This is an optimization exercise on Yosys and OpenROAD, whose aim is a short achievable clock period and few clock cycles per item, not a production implementation. The RTL was checked by simulation tests, not by an equivalence proof against the original design. Power is estimated from default activity; no workload was simulated.

==> flow/design.v (outline; a module is shown in full before it is edited, if it fits) <==
// module hand_landmark_gesture_tracker_unit: 1233 lines
module hand_landmark_gesture_tracker_unit
#(
  parameter int COORD_BITS = COORD_BITS_DEF
) (
  input  logic                          clk_i,
  input  logic                          rst_ni,
  input  logic                          cfg_we_i,
  input  logic [CFG_IDX_W-1:0]          cfg_index_i,
  input  logic [CFG_DATA_W-1:0]         cfg_data_i,
  input  logic                          in_valid_i,
  output logic                          in_stall_o,
  input  logic [1:0]                    func_i,
  input  logic [POINT_IDX_W-1:0]        point_index_i,
  input  logic signed [COORD_BITS-1:0]  point_x_i,
  input  logic signed [COORD_BITS-1:0]  point_y_i,
  input  logic                          last_i,
  output logic                          out_valid_o,
  input  logic                          out_stall_i,
  output logic                          hand_detected_o,
  output logic                          painting_o,
  output logic                          erasing_o,
  output logic [FINGER_W-1:0]           finger_count_o,
  output logic signed [COORD_BITS-1:0]  eraser_x_o,
  output logic signed [COORD_BITS-1:0]  eraser_y_o,
  output logic [RADIUS_W-1:0]           eraser_radius_o,
  output logic                          track_valid_o,
  output logic [DIM_W-1:0]              search_x_o,
  output logic [DIM_W-1:0]              search_y_o,
  output logic [DIM_W-1:0]              search_w_o,
  output logic [DIM_W-1:0]              search_h_o
);
  // ...
==> flow/flow/run.sh <==
#!/bin/bash
set -uo pipefail
bash standard.sh MATCH_CELL_FOOTPRINT=0 SETUP_SLACK_MARGIN=9.5 finish > flow_standard.log 2>&1
==> flow/standard.sh <==
#!/bin/bash
# synth_recipe.tcl (not shown) runs the flow's synth.tcl, then flattens the netlist and writes it again
# the make line also repeats each setting of config.mk as NAME=value (left out here)
make -C /OpenROAD-flow-scripts/flow DESIGN_CONFIG=/design/flow/config.mk WORK_HOME=/design/flow/orfs CLKGATE_MAP_FILE= SYNTH_SCRIPT=/design/flow/synth_recipe.tcl "${@:-finish}"
==> flow/config.mk <==
export PLATFORM = sky130hd
export DESIGN_NAME = hand_landmark_gesture_tracker_unit
export DESIGN_NICKNAME = hand_landmark_gesture_tracker_unit
export VERILOG_FILES = /design/flow/design.v
export SDC_FILE = /design/flow/constraint.sdc
export NUM_CORES = 4
export LEC_CHECK = 0
export ABC_CLOCK_PERIOD_IN_PS = 3000
export CAP_MARGIN = 20
export CORE_MARGIN = 2
export CORE_UTILIZATION = 65
export PLACE_DENSITY = 0.75
export SLEW_MARGIN = 20
==> flow/constraint.sdc <==
create_clock -name core_clock -period 13.0 [get_ports {clk_i}]
set_input_delay 2.6000 -clock core_clock [delete_from_list [all_inputs] [get_ports {clk_i}]]
set_output_delay 2.6000 -clock core_clock [all_outputs]
set_load 0.01 [all_outputs]
==> impl_metrics.yaml, run 1 <==
status:
  status: "finished clean"
finish:
  seqCellArea_um2: 103000
  sh_seq_area_pct: 37.0
  fin_nets: 26700
  design_area_um2: 278000
  seq_cells: 4376
  multi_input_area_share_pct: 48.5
  antenna_cells: 31
  buffers_excl_clock: 902
  regMostFlops: "fifo_q"
  final_cells: 28000
  multi_input_gates: 14400
  drive_gt1_share_pct: 13.8
  largest_reg_flops: 485
global_route:
  met1_usage_pct: 47.5
  grt_pass1_wl_mm: 1040
  grt_max_degree: 96
  grt_util_met3_pct: 6.19
min_path:
  hold_path_end: "c10_clr"
  hold_depth: 0
placement:
  gp_congestion: 1.00
  place_inst: 26600
  place_ws_ns: 7.13
setup_path:
  critPathMaxStageDelay_ns: 0.55
  cp-startpoint: "in_stall_q"
  start_kind: "register"
  critPathBufInv: 1
  crit_cells: 1
  endpoint: "in_stall_o"
floorplan:
  start_util_pct: 65.2
  core_area_um2: 375000
  pin_count: 155
pwr:
  seq_power_uw: 16400
route:
  highest_layer: "met5"
  ant_nets: 0
  dr_total_vias: 171000
synth:
  synthXorXnorAreaFrac_pct: 1.58
  synth_edf_count: 1418
  synth_mux_area_share_pct: 8.96
  synth_fp_nets: 26000
  synth_commonest_cells: "2,985 x ha_1, 2,906 x dfxtp_1, 2,463 x inv_1"
clock_network:
  cts_tree: "built"
timing:
  setup_viol: 0
  worst_pin_slew_ns: 1.16
run:
  maxCapViolations: 0
Testbench counts, summed over its fixed seeds: cycles 15,144, items 15,000.
==> inputs of run 2 (changes only) <==
--- a/flow/design.v
+++ b/flow/design.v
@@ -141,46 +141,46 @@
     if (!rst_ni) alive_q <= 1'b0;
     else alive_q <= 1'b1;
   end
   logic alive2_q;
   always_ff @(posedge clk_i or negedge rst_ni) begin
     if (!rst_ni) alive2_q <= 1'b0;
     else alive2_q <= alive_q;
   end
-  logic        in_stall_q;
+  logic        ready_q;   
   logic [2:0]  wait_q;
   logic [3:0]  used_q;
   logic        acc, acc_res, take, hazard;
   logic        s1_v, s1_last, s1_st;
   logic [1:0]  s1_func;
   logic [4:0]  s1_idx;
   logic signed [13:0] s1_x, s1_y;
   logic        fire1;
   logic        s2_v, s2_st, s3_v, s3_st, s4_v, s4_st;
   logic [4:0]  s2_idx, s3_idx, s4_idx;
   logic        out_valid_q;
   logic [2:0]  cnt_q;
   logic [2:0]  wait_n;
   logic [3:0]  used_n;
-  assign in_stall_o = in_stall_q;
+  assign in_stall_o = !ready_q;
   assign acc     = in_valid_i && alive2_q && (wait_q == 3'd0) && (used_q < 4'(OUT_DEPTH));
   assign acc_res = acc && ((func_i == 2'd1) || (func_i == 2'd2) || ((func_i == 2'd0) && last_i));
   assign take    = (cnt_q != 3'd0) && !out_stall_i;
   assign hazard  = acc && (func_i == 2'd0) && (point_index_i < 5'd21) &&
                    ((s1_v && s1_st && (s1_idx == point_index_i)) ||
                     (s2_v && s2_st && (s2_idx == point_index_i)) ||
                     (s2b_v && s2b_st && (s2b_idx == point_index_i)) ||
                     (s3_v && s3_st && (s3_idx == point_index_i)));
   assign wait_n  = hazard ? 3'd4 : ((wait_q != 3'd0) ? wait_q - 3'd1 : 3'd0);
   assign used_n  = used_q + {3'd0, acc_res} - {3'd0, take};
   assign fire1   = s1_v && (wait_q == 3'd0);
   always_ff @(posedge clk_i or negedge rst_ni) begin
-    if (!rst_ni) in_stall_q <= 1'b1;
-    else in_stall_q <= !alive_q || (wait_n != 3'd0) || (used_n >= 4'(OUT_DEPTH));
+    if (!rst_ni) ready_q <= 1'b0;
+    else ready_q <= alive_q && (wait_n == 3'd0) && (used_n < 4'(OUT_DEPTH));
   end
   always_ff @(posedge clk_i) begin
     if (!alive_q) begin
       wait_q     <= 3'd0;
       used_q     <= 4'd0;
       s1_v       <= 1'b0;
     end else begin
       wait_q     <= wait_n;
==> impl_metrics.yaml, run 2 <==
status:
  status: "finished clean"
timing:
  skew_ns: 0.103
  fmax_mhz: 239
  hold_viol: 0
  fin_crit_sh_pct: 32.1
  worst_pin_slew_ns: 1.11
  slew_violations: 0
  finalCriticalPeriod_ns: 4.18
  fin_setup_tns_ns: 0
  rsz0062_at_grt: "yes"
  relSlewSlack_pct: 26.0
  setup_viol: 0
min_path:
  hold_depth: 0
  hold_path_end: "c14_bh[1]"
  hp-class: "register to register"
  worstHoldStart: "c13_bh[1]"
setup_path:
  crit_chain: "inv_1 > buf_2"
  setup.worst_path.class: "register to output pin"
  worstPathMaxFanout: 1
  cp_slowest_cell: "dfrtp_1"
  reg2reg_slack_ns: 8.93
  crit_required_ns: 10.40
  rr_endpoint: "sqrem_13[6]"
  critPathMaxStageDelay_ns: 0.37
  end_kind: "output pin"
  worstPathArrival_ns: 1.58
  cp-startpoint: "ready_q"
  start_kind: "register"
  r2r_start: "sqo_473[8]"
  ff2ff_path_depth: 23
clock_network:
  cts_buffers: 433
  cts.clk_slew.worst_paths_ns: 0.08
  root_buffer: "clkbuf_16"
  htreeDepth: 5
  clock_latency_ns: 1.03
  cts_max_path_buffers: 4
  clock-sinks: 4376
  hold_buffers: 0
  cts_tree: "built"
route:
  drc: 0
  drt-wirelength-per-cell_um: 25.7
  drt_iter0_markers: 17300
  first_pass_iters: 8
  viasPerCell: 6.10
  finalWirelength_mm: 718
  ant_nets: 0
  dr_total_vias: 171000
synth:
  synth_fp_nets: 25800
  syn-cell-area_um2: 243000
  synth.area.top_cells: "dfxtp_1 24%, edfxtp_1 18%, ha_1 15%, fa_1 8.5%, mux2i_1 5.3%"
  ys_ff_latch: 4376
  ys.flop_type: "dfxtp_1"
  synthCells: 21800
  post-synth-top-count-cell: "ha_1"
  synth_top_area_share_pct: 23.9
  synth_area_per_cell_um2: 11.2
  synth_commonest_cells: "2,986 x ha_1, 2,906 x dfxtp_1, 2,446 x inv_1"
  synth_edf_count: 1418
  yosys.area.top_type: "dfxtp_1"
  async_reset_ff_share_pct: 1.19
  synth_cell_types: 108
  yosysSeqAreaShare_pct: 42.0
  ys.warnings.count: 15
finish:
  regMostFlops: "fifo_q"
  fin_nets: 26600
  nFillCells: 24500
  utilization_pct: 74.8
  drive_gt1_share_pct: 14.1
  mostFrequentLayoutCells: "2,904 x ha_1, 2,657 x dfxtp_1, 2,355 x inv_1"
  largest_reg_flops: 485
  syn_to_final_growth_pct: 14.5
  design_area_um2: 278000
  reg_top3: "fifo_q x485, mem_x x448, mem_y x448"
  final_common_cell: "ha_1"
placement:
  io_buffers: 154
  gp_congestion: 1.01
  dpl_cell_area_um2: 251000
  dp_hpwl_mm: 508
global_route:
  grt_overflow: 0
  grt_pass1_wl_mm: 1030
  grt_max_degree: 106
  antenna_found_initial: 70
  grt_pass1_vias: 168000
  track_usage_pct: 36.0
floorplan:
  die_w_um: 615
  pin_count: 155
  rows: 224
  die_h_um: 615
  start_util_pct: 65.3
  die-area_um2: 379000
  core_area_um2: 372000
pwr:
  finalPower_uw: 47600
  power_density_nw_per_um2: 171
  power_leakage_uw: 0.126
  vdd_drop_max_mv: 0.854
run:
  maxCapViolations: 0
## run 2: cell types whose count changed in the layout (fill, tap and decap cells not counted), moves of 29 or more
cell	previous run	this run
mux2i_4	8	40
o21ai_0	566	517
mux2_2	170	70
o21ai_1	164	193
mux2i_1	1084	1184
nand2_1	1338	1390
a21oi_1	809	675
inv_1	2387	2355
mux2i_2	35	68
a221oi_1	85	12
nor2_1	720	664
mux4_2	382	333
## run 2: power breakdown
group          switching [uW]  internal [uW]
Sequential                822          15600
Clock                    5710           7440
Combinational            9980           8020
Total                   16500          31000
## run 2: how the worst max path moves through the flow
| stage | slack, ns | cells past startpoint | end |
|---|---|---|---|
| after floorplan | 8.55 | 11 | ready_q |
| after global placement | 7.00 | 8 | out_q[18] |
| after global routing | 8.77 | 23 | sqrem_13[6] |
| final | 8.82 | 2 | in_stall_o |
| after CTS | 8.80 | 2 | in_stall_o |
| after detailed placement | 6.89 | 7 | out_q[76] |
## run 2: cell families after synthesis
family	after synthesis	synth area share (%)
flip-flops	4376	42.0
adder cells (fa/ha/maj)	4015	23.9
AO/OA/AOI/OAI	3057	8.11
other	1	0.00154
buffers and inverters	3044	4.78
AND/OR/NAND/NOR	5110	10.8
XOR/XNOR	442	1.59
multiplexers	1715	8.83
## run 2: area by class of cell
type / count / area, um2 / share of cell area (%)
repair inverters: 1 / 11.3 / 0.00405
well taps: 4972 / 6220 / 2.23
clock inverters: 220 / 2500 / 0.898
diodes: 40 / 100 / 0.0360
multi-input cells: 14400 / 135000 / 48.5
inverters: 2450 / 9350 / 3.36
flip-flops and latches: 4376 / 103000 / 36.9
clock buffers: 596 / 12600 / 4.52
repair buffers: 952 / 9960 / 3.58
## run 2: per-stage QoR
step	worst slack [ns]	hold WS [ns]	cells
finish	8.82	0.273	28000
floorplan	8.55	0.310	21800
global placement	7.00	0.310	26500
detailed placement	6.89	0.312	26500
global route	8.77	0.290	27900
CTS	8.80	0.282	27600
## run 2: timing repair
item | in CTS | in global routing
hold endpoints to repair | 0 | 0
pin swaps | 185 | 344
buffers inserted | 258 | 279
endpoints found under the setup margin | 1561 | 1249
cloned | 37 | 44
gates resized for setup | 1291 | 850
## run 2: critical path: cells and delay by family (launching register included)
| kind | cells | cell delay [ns] |
|---|---|---|
| DFF | 1 | 0.37 |
| buffers and inverters | 2 | 0.20 |
## run 2: per-layer routing
metal  routed length [um]  up-vias  track usage [%]  share of wire (%)
met3                75500     1755             8.13                 11
met1               288000    83800             49.2                 40
li1                     -    76900                -                  -
met5                  323        -            0.290              0.045
met2               316000     8058             55.1                 44
met4                38400       30             15.7                5.3
Testbench counts of run 2, summed over its fixed seeds: cycles 15,144, items 15,000.
==> inputs of run 3 (changes only) <==
--- a/flow/config.mk
+++ b/flow/config.mk
@@ -8,6 +8,5 @@
 export ABC_CLOCK_PERIOD_IN_PS = 3000
 export CAP_MARGIN = 20
 export CORE_MARGIN = 2
-export CORE_UTILIZATION = 65
-export PLACE_DENSITY = 0.75
+export CORE_UTILIZATION = 50
 export SLEW_MARGIN = 20
==> impl_metrics.yaml, run 3 <==
synth:
  yosys.area.top_type: "dfxtp_1"
  synth_cell_types: 108
  ys.flop_type: "dfxtp_1"
  yosysSeqAreaShare_pct: 42.0
  yosys.area_share.simple_pct: 10.8
  synth_commonest_cells: "2,986 x ha_1, 2,906 x dfxtp_1, 2,446 x inv_1"
  synthCells: 21800
  synthXorXnorAreaFrac_pct: 1.59
  synth_top_area_share_pct: 23.9
  synth.area.top_cells: "dfxtp_1 24%, edfxtp_1 18%, ha_1 15%, fa_1 8.5%, mux2i_1 5.3%"
  synth_edf_count: 1418
  syn-cell-area_um2: 243000
  synth_area_per_cell_um2: 11.2
  ys_ff_latch: 4376
  synth_fp_nets: 25800
  post-synth-top-count-cell: "ha_1"
  synth_top_family_by_area: "adder cells"
  synth_mux_area_share_pct: 8.83
  synth_compound_area_share_pct: 8.11
  synthAdderAreaFrac_pct: 23.9
  ys.warnings.count: 15
  async_reset_ff_share_pct: 1.19
finish:
  drive_gt1_share_pct: 14.3
  syn_to_final_growth_pct: 15.9
  utilization_pct: 58.1
  final_common_cell: "ha_1"
  regMostFlops: "fifo_q"
  mostFrequentLayoutCells: "2,905 x ha_1, 2,674 x dfxtp_1, 2,359 x inv_1"
  design_area_um2: 282000
  reg_top3: "fifo_q x485, mem_x x448, mem_y x448"
  largest_reg_flops: 485
  fin_nets: 26700
clock_network:
  clock-sinks: 4376
  root_buffer: "clkbuf_16"
  cts_tree: "built"
  cts_buffers: 456
  hold_buffers: 0
  htreeDepth: 5
  cts.clk_slew.worst_paths_ns: 0.06
  clock_latency_ns: 1.07
  cts_max_path_buffers: 4
pwr:
  power_leakage_uw: 0.127
  vdd_drop_max_mv: 0.629
  power_density_nw_per_um2: 168
global_route:
  antenna_found_initial: 65
  grt_pass1_wl_mm: 1050
  grt_overflow: 0
  grt_max_degree: 99
  grt_pass1_vias: 162000
  track_usage_pct: 28.2
floorplan:
  core_area_um2: 485000
  die_h_um: 701
  die-area_um2: 492000
  die_w_um: 701
  pin_count: 155
  start_util_pct: 50.1
  rows: 256
route:
  first_pass_iters: 6
  dr_total_vias: 165000
  drt_iter0_markers: 14300
  drt-wirelength-per-cell_um: 24.6
  ant_nets: 0
  viasPerCell: 5.59
  finalWirelength_mm: 725
  drc: 0
timing:
  relSlewSlack_pct: 20.8
  setup_viol: 0
  fin_setup_tns_ns: 0
  hold_viol: 0
  slew_violations: 0
  worst_pin_slew_ns: 1.18
  skew_ns: 0.0758
  finalCriticalPeriod_ns: 4.21
  fin_crit_sh_pct: 32.4
  rsz0062_at_grt: "yes"
  fmax_mhz: 238
setup_path:
  crit_required_ns: 10.40
  reg2reg_slack_ns: 9.26
  worstPathArrival_ns: 1.61
  worstPathMaxFanout: 1
  setup.worst_path.class: "register to output pin"
  ff2ff_path_depth: 19
  start_kind: "register"
  end_kind: "output pin"
placement:
  dp_hpwl_mm: 529
  gp_congestion: 0.962
  io_buffers: 154
  dpl_cell_area_um2: 253000
min_path:
  hold_depth: 0
  hp-class: "register to register"
status:
  status: "finished clean"
run:
  maxCapViolations: 0
-- run 3: worst paths after layout --
| path | from | to |
|---|---|---|
| worst max-delay path | ready_q | in_stall_o |
| worst max register to register | sqo_473[8] | sqrem_13[6] |
| worst min register to register | s3_fin | s4_fin |
| worst min-delay path | s3_fin | s4_fin |
| max in group asynchronous | rst_ni | cfg_h_q[1] |
| min in group asynchronous | rst_ni | cfg_wt_q[3] |
-- run 3: logic make-up (layout without fill, tap and decap cells) --
| kind of cell | Yosys count | count (layout) |
|---|---|---|
| fa+ha+maj | 4015 | 4015 |
| simple gates | 5110 | 5119 |
| mux | 1715 | 1715 |
| buf+inv | 3044 | 4280 |
| other cells | 1 | 21 |
| flops | 4376 | 4376 |
| xor+xnor | 442 | 442 |
| compound gates | 3057 | 3072 |
-- run 3: layout make-up --
class / instances / area [um2]
antenna: 20 / 50.0
clock buffer: 631 / 13200
clock inverter: 229 / 2640
fill: 40200 / 203000
inverter: 2450 / 9330
multi-input combinational: 14400 / 135000
sequential: 4376 / 103000
tap: 6450 / 8070
timing repair buffer: 969 / 10500
timing repair inverter: 1 / 11.3
-- run 3: timing repair --
item | CTS | global route
gates cloned | 40 | 46
pin swaps | 179 | 310
buffers inserted | 284 | 273
gates resized for setup | 1264 | 818
setup endpoints to repair | 1702 | 1459
-- run 3: power by group --
part	switching [uW]	internal, uW	leakage [uW]
sequential	782	15600	0.0377
combinational	9410	7830	0.0812
clock	5780	7840	0.00774
total	16000	31300	0.127
-- run 3: critical path: stages (launching register included) --
cell,delay (ns)
dfrtp_1,0.40
inv_2,0.06
buf_6,0.09
-- run 3: layer usage --
metal | global-route usage [%] | up-vias | wire (um)
li1 | - | 77100 | -
met1 | 40.2 | 81200 | 322000
met2 | 43.6 | 5349 | 315000
met3 | 4.73 | 1131 | 57700
met4 | 9.46 | 28 | 30000
met5 | 0 | - | 186
-- run 3: per-stage QoR --
step	power [uW]	setup WS, ns	hold slack (ns)	cells
2_1_floorplan	27700	8.55	0.310	21800
3_3_place_gp	31600	6.89	0.310	28000
3_5_place_dp	31800	6.83	0.312	28000
4_1_cts	46900	8.68	0.273	29100
5_1_grt	51100	8.73	0.289	29500
6_report	47200	8.79	0.287	29500
==> inputs of run 4 (changes only) <==
--- a/flow/config.mk
+++ b/flow/config.mk
@@ -8,5 +8,6 @@
 export ABC_CLOCK_PERIOD_IN_PS = 3000
 export CAP_MARGIN = 20
 export CORE_MARGIN = 2
-export CORE_UTILIZATION = 50
+export CORE_UTILIZATION = 70
+export PLACE_DENSITY = 0.8
 export SLEW_MARGIN = 20
==> impl_metrics.yaml, run 4 <==
route:
  drt-wirelength-per-cell_um: 29.6
  first_pass_iters: 12
  drt_iter0_markers: 21900
  ant_nets: 0
  drc: 0
  viasPerCell: 6.52
  finalWirelength_mm: 816
  dr_total_vias: 180000
clock_network:
  cts.clk_slew.worst_paths_ns: 0.07
  clock_latency_ns: 1.05
  clock-sinks: 4376
  cts_max_path_buffers: 4
  cts_tree: "built"
  cts_buffers: 431
  root_buffer: "clkbuf_16"
  htreeDepth: 5
synth:
  yosys.area.top_type: "dfxtp_1"
  ys.flop_type: "dfxtp_1"
  yosysSeqAreaShare_pct: 42.0
  synth_commonest_cells: "2,986 x ha_1, 2,906 x dfxtp_1, 2,446 x inv_1"
  post-synth-top-count-cell: "ha_1"
  synth_area_per_cell_um2: 11.2
  synth.area.top_cells: "dfxtp_1 24%, edfxtp_1 18%, ha_1 15%, fa_1 8.5%, mux2i_1 5.3%"
  synthAdderAreaFrac_pct: 23.9
  synth_edf_count: 1418
  synthCells: 21800
  synth_mux_area_share_pct: 8.83
  synth_compound_area_share_pct: 8.11
  yosys.area_share.simple_pct: 10.8
  ys_ff_latch: 4376
  syn-cell-area_um2: 243000
  synthXorXnorAreaFrac_pct: 1.59
  synth_top_family_by_area: "adder cells"
  ys.warnings.count: 15
  async_reset_ff_share_pct: 1.19
  synth_cell_types: 108
  synth_fp_nets: 25800
  synth_top_area_share_pct: 23.9
timing:
  worst_pin_slew_ns: 1.32
  finalCriticalPeriod_ns: 4.83
  skew_ns: 0.117
  rsz0062_at_grt: "yes"
  hold_ws_ns: 0.281
  setup_viol: 0
  relSlewSlack_pct: 11.3
  fmax_mhz: 207
  fin_setup_tns_ns: 0
  hold_viol: 0
  slew_violations: 0
  fin_crit_sh_pct: 37.2
floorplan:
  die_h_um: 593
  pin_count: 155
  die-area_um2: 352000
  die_w_um: 593
  start_util_pct: 70.2
  rows: 216
  core_area_um2: 346000
placement:
  dpl_cell_area_um2: 250000
  io_buffers: 154
  dp_hpwl_mm: 520
  gp_congestion: 1.01
setup_path:
  setup.worst_path.class: "register to register"
  end_kind: "register"
  crit_chain: "inv_1 > ha_1 > nand2b_1 > a21o_1 > a21oi_2 > o22a_2 > or3_4 > buf_6 > buf_4 > nor2_1 > a21oi_1 > ha_1 > a21o_1 > a21oi_2 > nand3_2 > inv_2 > o311ai_4 > buf_6 > mux2_4"
  critPathTopFamily: "compound AO/OA/AOI/OAI gates"
  crit_required_ns: 13.91
  critPathBufInv: 5
  worstPathArrival_ns: 5.74
  critPathMaxStageDelay_ns: 0.61
  start_kind: "register"
  worstPathMaxFanout: 6
  cp_slowest_cell: "a21oi_2"
pwr:
  vdd_drop_max_mv: 0.623
  combPwrFrac_pct: 41.0
  switchingPower_uw: 19000
  power_density_nw_per_um2: 182
  p_sw_share_pct: 37.3
  clkPwrFrac_pct: 26.7
  power_leakage_uw: 0.127
  power_frac_seq_pct: 32.3
  internal_power_uw: 31900
finish:
  fin_nets: 26700
  design_area_um2: 279000
  syn_to_final_growth_pct: 14.8
  reg_top3: "fifo_q x485, mem_x x448, mem_y x448"
  largest_reg_flops: 485
  drive_gt1_share_pct: 14.3
  regMostFlops: "fifo_q"
  final_common_cell: "ha_1"
  mostFrequentLayoutCells: "2,898 x ha_1, 2,650 x dfxtp_1, 2,354 x inv_1"
  utilization_pct: 80.7
min_path:
  hp-class: "register to register"
global_route:
  grt_pass1_wl_mm: 1100
  track_usage_pct: 41.7
  antenna_found_initial: 78
  grt_pass1_vias: 175000
  grt_overflow: 0
  grt_max_degree: 107
status:
  status: "finished clean"
run:
  maxCapViolations: 0
## run 4: worst register-to-register path, stage by stage, from the launching register on
cell,delay [ns]
dfxtp_4,0.38
inv_1,0.09
ha_1,0.19
nand2b_1,0.19
a21o_1,0.22
a21oi_2,0.10
o22a_2,0.21
or3_4,0.40
buf_6,0.17
buf_4,0.16
nor2_1,0.16
a21oi_1,0.12
ha_1,0.36
a21o_1,0.36
a21oi_2,0.61
nand3_2,0.20
inv_2,0.13
o311ai_4,0.15
buf_6,0.21
mux2_4,0.31
## run 4: layout make-up
type	count	area, um2
Timing Repair Buffer	964	10800
Sequential cell	4376	103000
Multi-Input combinational cell	14400	135000
Clock inverter	235	2860
Antenna cell	56	140
Fill cell	19300	66900
Clock buffer	582	12500
Tap cell	4578	5730
Inverter	2450	9360
## run 4: path summary, 6_finish.rpt
check | start | endpoint | slack (ns) | cells after the start
max | sqrem_12[6] | sqrem_13[11] | 8.17 | 19
min | s3_clr | s4_clr | 0.28 | 0
max reg2reg | sqrem_12[6] | sqrem_13[11] | 8.17 | 19
min reg2reg | s3_clr | s4_clr | 0.28 | 0
max in group asynchronous | rst_ni | cfg_h_q[1] | 10.61 | 2
min in group asynchronous | rst_ni | alive_q | 1.74 | 2
## run 4: kinds of logic after synthesis
kind of cell	Yosys count
xor+xnor	442
other cells	1
simple gates	5110
flops	4376
compound gates	3057
buf+inv	3044
fa+ha+maj	4015
mux	1715
## run 4: repair_timing
item | in CTS | in global routing
buffers inserted | 293 | 241
setup endpoints to repair | 1574 | 1422
pin swaps | 192 | 349
gates resized for setup | 1348 | 909
cloned | 38 | 53
hold buffers | 0 | 0
## run 4: layer usage
| layer | wire length [um] | up-vias | GRT usage (%) |
|---|---|---|---|
| met5 | 684 | - | 0.0812 |
| li1 | - | 77000 | - |
| met2 | 349000 | 12300 | 64.1 |
| met4 | 67800 | 52 | 23.2 |
| met1 | 297000 | 86800 | 54.3 |
| met3 | 102000 | 3615 | 10.5 |
## run 4: per-stage QoR
stage | setup WS (ns) | std cells | power (uW)
floorplan | 8.55 | 21800 | 27700
detailed placement | 6.85 | 26100 | 31800
CTS | 8.76 | 27200 | 46900
global route | 8.17 | 27600 | 53200
global placement | 6.95 | 26100 | 30900
finish | 8.17 | 27600 | 50900
## run 4: power by group through the flow
stage	Clock (uW)	Sequential (uW)	Combinational, uW
after floorplan	0	16300	11300
after global placement	0	16600	14300
after detailed placement	0	16600	15200
after CTS	13400	16300	17100
after global routing	14100	16500	22600
final	13600	16400	20900
==> inputs of run 5 (changes only) <==
--- a/flow/config.mk
+++ b/flow/config.mk
@@ -8,6 +8,6 @@
 export ABC_CLOCK_PERIOD_IN_PS = 3000
 export CAP_MARGIN = 20
 export CORE_MARGIN = 2
-export CORE_UTILIZATION = 70
-export PLACE_DENSITY = 0.8
+export CORE_UTILIZATION = 60
+export PLACE_DENSITY = 0.7
 export SLEW_MARGIN = 20
==> impl_metrics.yaml, run 5 <==
global_route:
  grt_overflow: 0
  track_usage_pct: 33.3
  antenna_found_initial: 60
  met1_usage_pct: 46.6
  grt_max_degree: 94
  use_met2_pct: 50.9
  grt_pass1_vias: 165000
  grt_util_met3_pct: 6.36
  gr-max-usage-layer: "met2"
  grt_pass1_wl_mm: 1030
placement:
  dpl_cell_area_um2: 251000
  dp_hpwl_mm: 512
  io_buffers: 154
  gp_congestion: 0.986
  place_ws_ns: 6.92
finish:
  nFillCells: 29400
  final_common_cell: "ha_1"
  syn_to_final_growth_pct: 15.4
  fin_nets: 26700
  utilization_pct: 69.6
  mostFrequentLayoutCells: "2,888 x ha_1, 2,659 x dfxtp_1, 2,360 x inv_1"
  design_area_um2: 280000
  largest_reg_flops: 485
  regMostFlops: "fifo_q"
  reg_top3: "fifo_q x485, mem_x x448, mem_y x448"
  drive_gt1_share_pct: 14.7
route:
  finalWirelength_mm: 711
  drt_iter0_markers: 15500
  ant_nets: 0
  drc: 0
  dr_total_vias: 168000
  first_pass_iters: 6
  drt-wirelength-per-cell_um: 25.0
  viasPerCell: 5.90
synth:
  synth_top_area_share_pct: 23.9
  synth_edf_count: 1418
  synthCells: 21800
  synth_commonest_cells: "2,986 x ha_1, 2,906 x dfxtp_1, 2,446 x inv_1"
  ys.warnings.count: 15
  post-synth-top-count-cell: "ha_1"
  yosys.area.top_type: "dfxtp_1"
  ys_ff_latch: 4376
  synth_area_per_cell_um2: 11.2
  async_reset_ff_share_pct: 1.19
  synth.area.top_cells: "dfxtp_1 24%, edfxtp_1 18%, ha_1 15%, fa_1 8.5%, mux2i_1 5.3%"
  syn-cell-area_um2: 243000
  ys.flop_type: "dfxtp_1"
  synth_cell_types: 108
  yosysSeqAreaShare_pct: 42.0
  synth_fp_nets: 25800
run:
  maxCapViolations: 0
setup_path:
  worstPathMaxFanout: 1
  worstPathArrival_ns: 1.52
  cp-startpoint: "ready_q"
  end_kind: "output pin"
  reg2reg_slack_ns: 9.20
  setup.worst_path.class: "register to output pin"
  rr_endpoint: "s8_d42[29]"
  ff2ff_path_depth: 16
  r2r_start: "s7_d42[0][13]"
  start_kind: "register"
  crit_required_ns: 10.40
timing:
  hold_viol: 0
  fin_crit_sh_pct: 31.7
  fin_setup_tns_ns: 0
  relSlewSlack_pct: 13.0
  fmax_mhz: 243
  fin_ws_ns: 8.88
  rsz0062_at_grt: "yes"
  finalCriticalPeriod_ns: 4.12
  worst_pin_slew_ns: 1.30
  setup_viol: 0
  slew_violations: 0
  skew_ns: 0.0774
min_path:
  hold_path_end: "c14_pw[10]"
  worstHoldStart: "c13_pw[10]"
  hold_depth: 0
  hp-class: "register to register"
clock_network:
  clock-sinks: 4376
  cts_tree: "built"
  clock_latency_ns: 1.03
  cts.clk_slew.worst_paths_ns: 0.06
  cts_max_path_buffers: 4
  root_buffer: "clkbuf_16"
  cts_buffers: 442
  htreeDepth: 5
floorplan:
  core_area_um2: 403000
  die-area_um2: 410000
  die_w_um: 640
  rows: 233
  pin_count: 155
  die_h_um: 640
  start_util_pct: 60.3
status:
  status: "finished clean"
pwr:
  vdd_drop_max_mv: 0.810
  power_leakage_uw: 0.127
  finalPower_uw: 47200
  power_density_nw_per_um2: 168
==> run 5: cell types whose count changed in the layout (fill, tap and decap cells not counted), sizes merged, moves of 2 or more <==
| cell | before | now |
|---|---|---|
| and3 | 77 | 82 |
| diode | 56 | 37 |
| buf | 861 | 902 |
| bufinv | 39 | 32 |
| o22ai | 45 | 49 |
| clkbuf | 635 | 644 |
| inv | 2461 | 2463 |
==> run 5: cells by family after synthesis <==
family,synth area share (%)
and+or+nand+nor,10.8
DFF,42.0
adders and majority gates,23.9
AOI/OAI and AO/OA,8.11
buffers and inverters,4.78
muxes,8.83
xor gates and xnor gates,1.59
other,0.00154
==> run 5: layout make-up <==
| type | count | area [um2] | share of cell area [%] |
|---|---|---|---|
| multi-input combinational | 14400 | 135000 | 48.3 |
| sequential | 4376 | 103000 | 36.6 |
| clock buffer | 602 | 13100 | 4.66 |
| timing repair buffer | 994 | 10500 | 3.75 |
| inverter | 2450 | 9370 | 3.34 |
| tap | 5405 | 6760 | 2.41 |
| clock inverter | 229 | 2580 | 0.922 |
| antenna | 37 | 92.6 | 0.0330 |
| timing repair inverter | 1 | 6.26 | 0.00223 |
==> run 5: critical path: stages, from the launching register on <==
cell     delay, ns
dfrtp_1       0.39
inv_2         0.06
buf_6         0.09
==> run 5: power by group <==
group | internal (uW) | switching [uW]
logic | 7810 | 9560
registers | 15600 | 812
clock network | 7760 | 5710
==> run 5: worst max-delay path by stage <==
stage                       endpoint  depth (start not counted)
after floorplan              ready_q                         11
after global placement     out_q[18]                          8
after detailed placement   out_q[19]                          8
after CTS                 in_stall_o                          2
after global routing      in_stall_o                          2
final                     in_stall_o                          2
==> run 5: routing by layer <==
metal / part of all wire, % / wire [um]
met5: 0.077 / 549
met4: 4.9 / 34800
met3: 9.3 / 66300
met2: 44 / 310000
met1: 42 / 299000
==> run 5: metrics by stage <==
stage	hold slack, ns	instances
after floorplan	0.310	21800
after CTS	0.313	28100
after global placement	0.310	26900
after global routing	0.315	28400
after detailed placement	0.312	26900
final	0.307	28500
==> run 5: timing repair <==
action / 4_1_cts / 5_1_grt
hold buffers: 0 / 0
endpoints found under the setup margin: 1612 / 1287
setup buffers: 280 / 310
gates resized for setup: 1255 / 932
pin swaps: 179 / 401
cloned: 40 / 44

## port drivers added, routing unchanged
The flow's constraints put no driver on any port. The routed layouts listed below were extracted and timed again, unchanged, in two steps.
Step 1 assumes that a clkbuf_16 drives the clock port and a buf_2 every other input.
Step 2, shift: input delay + t, output delay - t, t = (earliest + latest rising clock arrival at the registers) / 2. This alone moves slack from input paths to output paths.
Slacks: no drivers / after step 1 / after step 2; pairs: no drivers / after step 1.
run	t (ns)	setup slack, ns	hold WS [ns]	latest minus earliest clock arrival (ns)	pins driven straight from the clock port
run 1	1.123	8.721 / 8.592 / 8.126	0.280 / 0.280 / 0.280	0.088 / 0.088	1
run 2	1.091	8.823 / 8.708 / 8.195	0.273 / 0.273 / 0.273	0.105 / 0.105	1
run 3	1.165	8.794 / 8.654 / 8.289	0.287 / 0.287 / 0.287	0.090 / 0.089	1
run 4	1.121	8.167 / 8.167 / 7.889	0.281 / 0.281 / 0.281	0.118 / 0.118	1
run 5	1.125	8.881 / 8.750 / 8.278	0.307 / 0.307 / 0.307	0.080 / 0.080	1
After both steps every run listed still meets setup and hold. For run 2, which loses most, drivers alone change the setup slack by -0.115 ns; drivers and shift together by -0.628 ns.
